This is an optimization exercise on Yosys and OpenROAD, whose aim is small area and a short achievable clock period, not a production implementation.
Only simulation tests tie the RTL to the original design; equivalence was not proved.
Power figures rest on the tool's default switching activity, not on a simulated workload.

// chess_top
module chess_top (
    input  logic         clk,
    input  logic         rstn,
    input  logic [2:0]   cursor_x,
    input  logic [2:0]   cursor_y,
    input  logic         is_pressed,
    output logic [1:0]   state,
    output logic [767:0] board_data,
    output logic [2:0]   sound_code,
    output logic         play_sound
);
==> module chess_top, before the edit <==
module chess_top (
    input  logic         clk,
    input  logic         rstn,
    input  logic [2:0]   cursor_x,
    input  logic [2:0]   cursor_y,
    input  logic         is_pressed,
    output logic [1:0]   state,
    output logic [767:0] board_data,
    output logic [2:0]   sound_code,
    output logic         play_sound
);
    logic         prev_pressed;
    logic         turn;           
    logic         has_sel;
    logic [2:0]   sx, sy;         
    logic [2:0]   skind;          
    logic [255:0] brd;            
    wire [2:0] cx = cursor_x;
    wire [2:0] cy = cursor_y;
    wire [5:0] cpos = {cy, cx};
    wire [5:0] spos = {sy, sx};
    logic [63:0] cur_oh, sel_oh, occ;
    for (genvar i = 0; i < 64; i++) begin : g_dec
        assign cur_oh[i] = (cpos == 6'(i));
        assign sel_oh[i] = has_sel && (spos == 6'(i));
        assign occ[i]    = |brd[i*4 +: 3];
    end
    wire [3:0] t      = brd[{cpos, 2'b00} +: 4];
    wire       t_occ  = |t[2:0];
    wire       t_king = (t[2:0] == 3'd1);
    wire       own    = t_occ && (t[3] == turn);
    wire       on_sel = has_sel && (cpos == spos);
    wire       click  = is_pressed && !prev_pressed && !state[1];
    wire [2:0] dx = (cx > sx) ? cx - sx : sx - cx;
    wire [2:0] dy = (cy > sy) ? cy - sy : sy - cy;
    wire same_rank = (cy == sy);
    wire same_file = (cx == sx);
    wire on_d1     = ({1'b0, cx} + {1'b0, sy}) == ({1'b0, sx} + {1'b0, cy});
    wire on_d2     = ({1'b0, cx} + {1'b0, cy}) == ({1'b0, sx} + {1'b0, sy});
    wire straight  = same_rank ^ same_file;
    wire diagonal  = (on_d1 || on_d2) && !same_rank;
    wire  [2:0] dsum  = sx + sy;
    wire  [2:0] ddiff = sy - sx;
    logic [7:0] o_line, o_file, bx, by;
    always_comb begin
        for (int k = 0; k < 8; k++) begin
            logic [2:0] ly;
            ly        = same_rank ? sy : on_d1 ? 3'(ddiff + 3'(k)) : 3'(dsum - 3'(k));
            o_line[k] = occ[{ly, 3'(k)}];
            o_file[k] = occ[{3'(k), sx}];
            bx[k]     = ((sx < 3'(k)) && (3'(k) < cx)) || ((cx < 3'(k)) && (3'(k) < sx));
            by[k]     = ((sy < 3'(k)) && (3'(k) < cy)) || ((cy < 3'(k)) && (3'(k) < sy));
        end
    end
    wire path_clear = same_file ? !(|(o_file & by)) : !(|(o_line & bx));
    wire fwd_one = turn ? ({1'b0, sy} == {1'b0, cy} + 4'd1) : ({1'b0, cy} == {1'b0, sy} + 4'd1);
    wire fwd_two = turn ? (sy == 3'd6 && cy == 3'd4) : (sy == 3'd1 && cy == 3'd3);
    wire pawn_ok   = ((dx == 3'd0) && fwd_one && !t_occ)
                  || ((dx == 3'd0) && fwd_two && path_clear && !t_occ)
                  || ((dx == 3'd1) && fwd_one && t_occ);
    wire knight_ok = ((dx == 3'd1) && (dy == 3'd2)) || ((dx == 3'd2) && (dy == 3'd1));
    wire king_ok   = (dx <= 3'd1) && (dy <= 3'd1);
    logic legal;
    always_comb begin
        case (skind)
            3'd6:    legal = pawn_ok;
            3'd4:    legal = knight_ok;
            3'd1:    legal = king_ok;
            3'd5:    legal = straight && path_clear;
            3'd3:    legal = diagonal && path_clear;
            3'd2:    legal = (straight || diagonal) && path_clear;
            default: legal = 1'b0;
        endcase
    end
    wire do_desel = click && on_sel;
    wire do_sel   = click && !on_sel && own;
    wire move     = click && !on_sel && !own && has_sel && legal;
    always_ff @(posedge clk or negedge rstn) begin
        if (!rstn) begin
            prev_pressed <= 1'b0;
            turn         <= 1'b0;
            has_sel      <= 1'b0;
            state        <= 2'b01;
            sound_code   <= 3'd0;
            play_sound   <= 1'b0;
        end else begin
            prev_pressed <= is_pressed;
            play_sound   <= click;
            if (click) begin
                if (on_sel) begin
                    has_sel    <= 1'b0;
                    sound_code <= 3'd2;
                end else if (own) begin
                    has_sel    <= 1'b1;
                    sound_code <= 3'd1;
                end else if (move) begin
                    has_sel    <= 1'b0;
                    turn       <= ~turn;
                    if (t_king) begin
                        sound_code <= 3'd7;
                        state      <= turn ? 2'b10 : 2'b11;
                    end else begin
                        sound_code <= t_occ ? 3'd4 : 3'd3;
                    end
                end else begin
                    sound_code <= 3'd5;
                end
            end
        end
    end
    always_ff @(posedge clk) begin
        if (do_sel) begin
            sx    <= cx;
            sy    <= cy;
            skind <= t[2:0];
        end
    end
    for (genvar i = 0; i < 64; i++) begin : g_sq
        localparam int X = i % 8;
        localparam int Y = i / 8;
        localparam logic [2:0] BACK = (X == 0 || X == 7) ? 3'd5 :
                                      (X == 1 || X == 6) ? 3'd4 :
                                      (X == 2 || X == 5) ? 3'd3 :
                                      (X == 3)           ? 3'd2 : 3'd1;
        localparam logic [3:0] INIT = (Y == 0) ? {1'b0, BACK} :
                                      (Y == 1) ? 4'b0110 :
                                      (Y == 6) ? 4'b1110 :
                                      (Y == 7) ? {1'b1, BACK} : 4'b0000;
        always_ff @(posedge clk or negedge rstn) begin
            if (!rstn) begin
                brd[i*4 +: 4] <= INIT;
            end else if (move && (cur_oh[i] || sel_oh[i])) begin
                brd[i*4 +: 4] <= cur_oh[i] ? {turn, skind} : 4'b0000;
            end
        end
        assign board_data[i*12 +: 12] = {2'b00, sel_oh[i], cur_oh[i] | sel_oh[i],
                                         3'b000, occ[i], brd[i*4 +: 4]};
    end
endmodule
export LEC_CHECK = 0
export CAP_MARGIN = 20
export CORE_MARGIN = 2
export CORE_UTILIZATION = 40
export SLEW_MARGIN = 20
create_clock -name core_clock -period 10.0 [get_ports {clk}]
standard.sh (not shown) runs the stock make flow with config.mk's settings and CLKGATE_MAP_FILE= SYNTH_SCRIPT=/design/flow/synth_recipe.tcl, a recipe that flattens the netlist after the stock synthesis.
==> flow/flow/run.sh <==
#!/bin/bash
# Standard ORFS layout with three changes: port buffers are the smallest
# buffer, constant output ports share tie cells with their neighbours on the
# die edge, and CTS uses no dummy loads.
set -euo pipefail
R=$PWD/orfs/results/sky130hd/chess_top/base
export BUFFER_PORTS_ARGS="-buffer_cell sky130_fd_sc_hd__buf_1"
export CTS_ARGS="-sink_clustering_enable -repair_clock_nets -dont_use_dummy_load -buf_list {sky130_fd_sc_hd__clkbuf_2 sky130_fd_sc_hd__clkbuf_4 sky130_fd_sc_hd__clkbuf_8}"
bash standard.sh synth > log_synth.txt 2>&1
bash standard.sh $R/3_2_place_iop.odb > log_floorplan_iop.txt 2>&1
REGROUP_ODB=$R/3_2_place_iop.odb openroad -no_init -exit flow/regroup.tcl > log_regroup.txt 2>&1
bash standard.sh > log_finish.txt 2>&1
Other scripts of this flow, unchanged in this note and not shown: flow/flow/regroup.tcl
Change:
--- a/flow/design.v
+++ b/flow/design.v
@@ -64,4 +64,27 @@
     wire       on_sel = has_sel && (cpos == spos);
     wire       click  = is_pressed && !prev_pressed && !state[1];
+    function automatic logic [7:0] reach(input logic [7:0] o, input logic [2:0] p);
+        logic [7:0] up, dn;
+        up[0] = 1'b0;
+        for (int k = 1; k < 8; k++) up[k] = (p == 3'(k - 1)) || (up[k-1] && !o[k-1]);
+        dn[7] = 1'b0;
+        for (int k = 6; k >= 0; k--) dn[k] = (p == 3'(k + 1)) || (dn[k+1] && !o[k+1]);
+        reach = up | dn;
+    endfunction
+    logic [7:0] o_rank, o_file, o_d1, o_d2;
+    wire  [2:0] dsum  = sx + sy;
+    wire  [2:0] ddiff = sy - sx;
+    always_comb begin
+        for (int k = 0; k < 8; k++) begin
+            o_rank[k] = occ[{sy, 3'(k)}];
+            o_file[k] = occ[{3'(k), sx}];
+            o_d1[k]   = occ[{3'(ddiff + 3'(k)), 3'(k)}];
+            o_d2[k]   = occ[{3'(dsum - 3'(k)), 3'(k)}];
+        end
+    end
+    wire [7:0] r_rank = reach(o_rank, sx);
+    wire [7:0] r_file = reach(o_file, sy);
+    wire [7:0] r_d1   = reach(o_d1, sx);
+    wire [7:0] r_d2   = reach(o_d2, sx);
     wire [2:0] dx = (cx > sx) ? cx - sx : sx - cx;
     wire [2:0] dy = (cy > sy) ? cy - sy : sy - cy;
@@ -72,18 +95,7 @@
     wire straight  = same_rank ^ same_file;
     wire diagonal  = (on_d1 || on_d2) && !same_rank;
-    wire  [2:0] dsum  = sx + sy;
-    wire  [2:0] ddiff = sy - sx;
-    logic [7:0] o_line, o_file, bx, by;
-    always_comb begin
-        for (int k = 0; k < 8; k++) begin
-            logic [2:0] ly;
-            ly        = same_rank ? sy : on_d1 ? 3'(ddiff + 3'(k)) : 3'(dsum - 3'(k));
-            o_line[k] = occ[{ly, 3'(k)}];
-            o_file[k] = occ[{3'(k), sx}];
-            bx[k]     = ((sx < 3'(k)) && (3'(k) < cx)) || ((cx < 3'(k)) && (3'(k) < sx));
-            by[k]     = ((sy < 3'(k)) && (3'(k) < cy)) || ((cy < 3'(k)) && (3'(k) < sy));
-        end
-    end
-    wire path_clear = same_file ? !(|(o_file & by)) : !(|(o_line & bx));
+    wire path_clear = same_rank ? r_rank[cx] :
+                      same_file ? r_file[cy] :
+                      on_d1     ? r_d1[cx]   : r_d2[cx];
     wire fwd_one = turn ? ({1'b0, sy} == {1'b0, cy} + 4'd1) : ({1'b0, cy} == {1'b0, sy} + 4'd1);
     wire fwd_two = turn ? (sy == 3'd6 && cy == 3'd4) : (sy == 3'd1 && cy == 3'd3);
- sequential power is about the same
- combinational power stays flat
- design area increases by 5.3%
- routed wire length rose by 15%
- synthesized area rose by 3.9%
- global-route usage came out higher by 3.7 points
- core utilization rose by 0.34 points

[re-timing with driven ports]
No port has a modelled driver above. Below, the same layouts with a new extraction and two added sets of constraints.
Step 1 sets driving cells, clkbuf_16 on the clock port and buf_2 on the other inputs (assumed; they add their load-dependent delay and slew).
Step 2 also shifts input and output timing later by t, the mid clock arrival at the registers, as if the neighbouring blocks saw the same clock.
Three values: ideal ports, drivers, drivers and shift; two values: the first two.
run	shift t [ns]	setup WS [ns]	clock arrival spread, ns	worst data-port slew with drivers (ns)
the first run	0.627	2.158 / 2.184 / 1.557	0.058 / 0.059	0.07
the second run	0.680	2.324 / 2.355 / 1.675	0.071 / 0.070	0.05
After both steps every run listed still meets setup and hold. The setup slack of the second run, which loses most, moves by +0.031 ns with the drivers and by -0.649 ns with both steps.
